Background: an optimization exercise with open tools, aiming at small area. Do not read the settings as production practice. The RTL was checked by simulation tests, not by an equivalence proof against the original design.

## sprite_compositor
module sprite_compositor #(
  parameter int unsigned         NUM_OBJ  = 4,
  parameter int unsigned         COORD_W  = 10,
  parameter int unsigned         COLOR_W  = 24,
  parameter logic [COLOR_W-1:0]  BG_COLOR = '0
) (
  input  logic                         clk_i,
  input  logic                         reset_i,
  input  logic [COORD_W-1:0]           pixel_x_i,
  input  logic [COORD_W-1:0]           pixel_y_i,
  input  logic                         display_enable_i,
  input  logic                         frame_start_i,
  input  logic                         color_mode_i,
  input  logic [NUM_OBJ*COORD_W-1:0]   obj_x_i,
  input  logic [NUM_OBJ*COORD_W-1:0]   obj_y_i,
  input  logic [NUM_OBJ*COORD_W-1:0]   obj_w_i,
  input  logic [NUM_OBJ*COORD_W-1:0]   obj_h_i,
  input  logic [NUM_OBJ-1:0]           obj_circle_i,
  input  logic [NUM_OBJ*COLOR_W-1:0]   obj_color_i,
  input  logic [NUM_OBJ-1:0]           obj_en_i,
  output logic [COLOR_W-1:0]           rgb_o,
  output logic                         rgb_valid_o,
  output logic [NUM_OBJ-1:0]           hit_o,
  output logic [NUM_OBJ-1:0]           overlap_flags_o
);
==> flow/config.mk <==
export PLATFORM = sky130hd
export DESIGN_NAME = sprite_compositor
export DESIGN_NICKNAME = sprite_compositor
export VERILOG_FILES = /design/flow/design.v
export SDC_FILE = /design/flow/constraint.sdc
export NUM_CORES = 4
export LEC_CHECK = 0
export CAP_MARGIN = 20
export CORE_MARGIN = 2
export CORE_UTILIZATION = 75
export CTS_CLUSTER_DIAMETER = 100
export CTS_CLUSTER_SIZE = 24
export GPL_TIMING_DRIVEN = 0
export PLACE_DENSITY = 0.82
export SETUP_SLACK_MARGIN = 0.1
export SLEW_MARGIN = 20
export SYNTH_HIERARCHICAL = 1
export SYNTH_MINIMUM_KEEP_SIZE = 0
==> flow/constraint.sdc <==
create_clock -name core_clock -period 9.0 [get_ports {clk_i}]
set_input_delay 1.8000 -clock core_clock [delete_from_list [all_inputs] [get_ports {clk_i}]]
set_output_delay 1.8000 -clock core_clock [all_outputs]
set_load 0.01 [all_outputs]
standard.sh (not shown) runs the stock make flow with config.mk's settings and CLKGATE_MAP_FILE= SYNTH_SCRIPT=/design/flow/synth_recipe.tcl, a recipe that flattens the netlist after the stock synthesis.
==> flow/flow/run.sh <==
#!/bin/bash
# The standard layout, with plain buf_1 cells as the port buffers
# (instead of the default choice, clkdlybuf4s50_1).
set -euo pipefail
export BUFFER_PORTS_ARGS="-buffer_cell sky130_fd_sc_hd__buf_1"
bash standard.sh > standard.log 2>&1
The first run completed without violations.
Next try:
Settings changed: CORE_UTILIZATION 75 to 65, CTS_BUF_LIST from default to sky130_fd_sc_hd__clkbuf_4, CTS_CLUSTER_DIAMETER 100 to 40, CTS_CLUSTER_SIZE 24 to 10, PLACE_DENSITY 0.82 to 0.75.
After rerunning: Setup slack gains 0.080 ns. Final area is higher by 0.80%. Die area is higher by 15%. Critical path depth does not change. Fmax is higher by 0.91%. Clock skew is higher by 0.038 ns. Area after synthesis is unchanged.


## lane 1
sprite_compositor again, from the RTL that the note above started with.
export LEC_CHECK = 0
export CAP_MARGIN = 20
export CORE_MARGIN = 2
export CORE_UTILIZATION = 65
export CTS_BUF_LIST = sky130_fd_sc_hd__clkbuf_8
export CTS_CLUSTER_DIAMETER = 60
export CTS_CLUSTER_SIZE = 16
export GPL_TIMING_DRIVEN = 0
export PLACE_DENSITY = 0.75
export SETUP_SLACK_MARGIN = 0.1
export SLEW_MARGIN = 20
export SYNTH_HIERARCHICAL = 1
export SYNTH_MINIMUM_KEEP_SIZE = 0
create_clock -name core_clock -period 9.0 [get_ports {clk_i}]
Scripts as last shown in full above: flow/flow/run.sh
> inputs changed (lane 1 -> lane 2)
Settings: CTS_BUF_LIST no longer set, was sky130_fd_sc_hd__clkbuf_8; CTS_CLUSTER_SIZE now 24, was 16; CTS_CLUSTER_DIAMETER now 100, was 60; GPL_TIMING_DRIVEN now 1, was 0.
==> comparison <==
Count of buffers added by post-CTS timing repair for setup: lane 2 vs lane 1 down 2
In terms of register share of the cell area, lane 1 and lane 2 differ only marginally.
Input changes introduced in lane 3 (baseline for comparison: lane 2):
Settings: PLACE_DENSITY changed from 0.75 to 0.82; GPL_TIMING_DRIVEN changed from 1 to 0; CTS_CLUSTER_DIAMETER changed from 100 to 80; CORE_UTILIZATION changed from 65 to 75; CTS_CLUSTER_SIZE changed from 24 to 30.
## What came out
Side by side, sequential share of layout area turned out higher in lane 3 than in lane 2. Overall fraction of global-route tracks in use ends up lower on lane 2. Clock network latency to the later pin of the worst-skew pair up 40 ps in lane 3 wrt lane 2. Delta (lane 3 minus lane 2): hold slack barely changed; critical path data arrival time climbed 370 ps; starting utilization of the core area climbed 11 points. Capture point of the critical path: rgb1_q[2]$_DFF_P_ -> lane 3, rgb1_q[0]$_DFF_P_ -> lane 2. After detailed routing, lane 2 needs less wire than lane 3.
#### Input delta (lane 4 over lane 3)
Settings: a change of CTS_CLUSTER_DIAMETER from 80 to 70; a change of CTS_CLUSTER_SIZE from 30 to 20; a change of CORE_UTILIZATION from 75 to 65; a change of PLACE_DENSITY from 0.82 to 0.75; an added CTS_BUF_LIST of sky130_fd_sc_hd__clkbuf_8 sky130_fd_sc_hd__clkbuf_16.
### Flow results
| setup slack on the worst flop-to-flop path | lane 4 vs lane 3 | 220 ps lower |
In the floorplan summary, lane 4 is listed with a die area greater than that of lane 3.
Compared lane 4 vs lane 3, and cell count along the critical path is up in lane 4.
[compare] base=lane 3 new=lane 4: vertical extent of the die now sits higher, area of all placed cells without fillers now sits higher, count of inserted tapcells now sits higher.
Compared with lane 3, in lane 4 global-route wire length before repair decreased 2.6%; global-route usage decreased 6.1 points.
Edits applied to the flow inputs when going from lane 4 to lane 5:
Settings: swapping 65 for 85 in CORE_UTILIZATION; swapping 0.75 for 0.92 in PLACE_DENSITY; swapping 20 for 24 in CTS_CLUSTER_SIZE; clearing CTS_BUF_LIST, which used to be sky130_fd_sc_hd__clkbuf_8 sky130_fd_sc_hd__clkbuf_16; swapping 70 for 100 in CTS_CLUSTER_DIAMETER.
- Tool error GRT-0116 stopped lane 5 during global routing (5_1_grt); no final results.
- For part of the Yosys area used for sequential elements, lane 4 and lane 5 come out practically identical.
- Lane 5 vs lane 4: total number of placement rows down
- Lane 5: worst slack at placement 71 ps above lane 4
- Diff lane 4..lane 5 | sink count of the clock tree | unchanged

## re-timing with driven ports
In the flow no input, the clock included, has a driving cell. The finished layouts below were timed again as built, in two steps.
Step 1 sets driving cells, clkbuf_16 on the clock port and buf_2 on the other inputs (assumed; they add their load-dependent delay and slew).
Step 2, shift: input delay + t, output delay - t, t = (earliest + latest rising clock arrival at the registers) / 2. This alone moves slack from input paths to output paths.
a / b / c = no drivers / after step 1 / after step 2; a / b = the first two.
run	shift t [ns]	setup slack, ns	hold WS [ns]	latest minus earliest clock arrival (ns)	worst data-port slew with drivers (ns)
the first run of note 1	0.648	0.151 / 0.189 / -0.459	0.322 / 0.322 / 0.322	0.027 / 0.026	0.12
the second run of note 1	0.880	0.231 / 0.259 / -0.621	0.305 / 0.305 / 0.305	0.066 / 0.066	0.11
lane 1	0.664	0.310 / 0.341 / -0.323	0.320 / 0.320 / 0.320	0.058 / 0.057	0.11
lane 2	0.627	0.504 / 0.533 / -0.093	0.323 / 0.323 / 0.323	0.037 / 0.037	0.11
lane 3	0.648	0.149 / 0.187 / -0.461	0.326 / 0.326 / 0.326	0.058 / 0.058	0.11
lane 4	0.655	0.163 / 0.194 / -0.461	0.320 / 0.320 / 0.320	0.021 / 0.021	0.11
With both steps, setup timing fails in every run listed, where it was met with ideal ports. The setup slack of the second run of note 1, which loses most, moves by +0.028 ns with the drivers and by -0.852 ns with both steps.
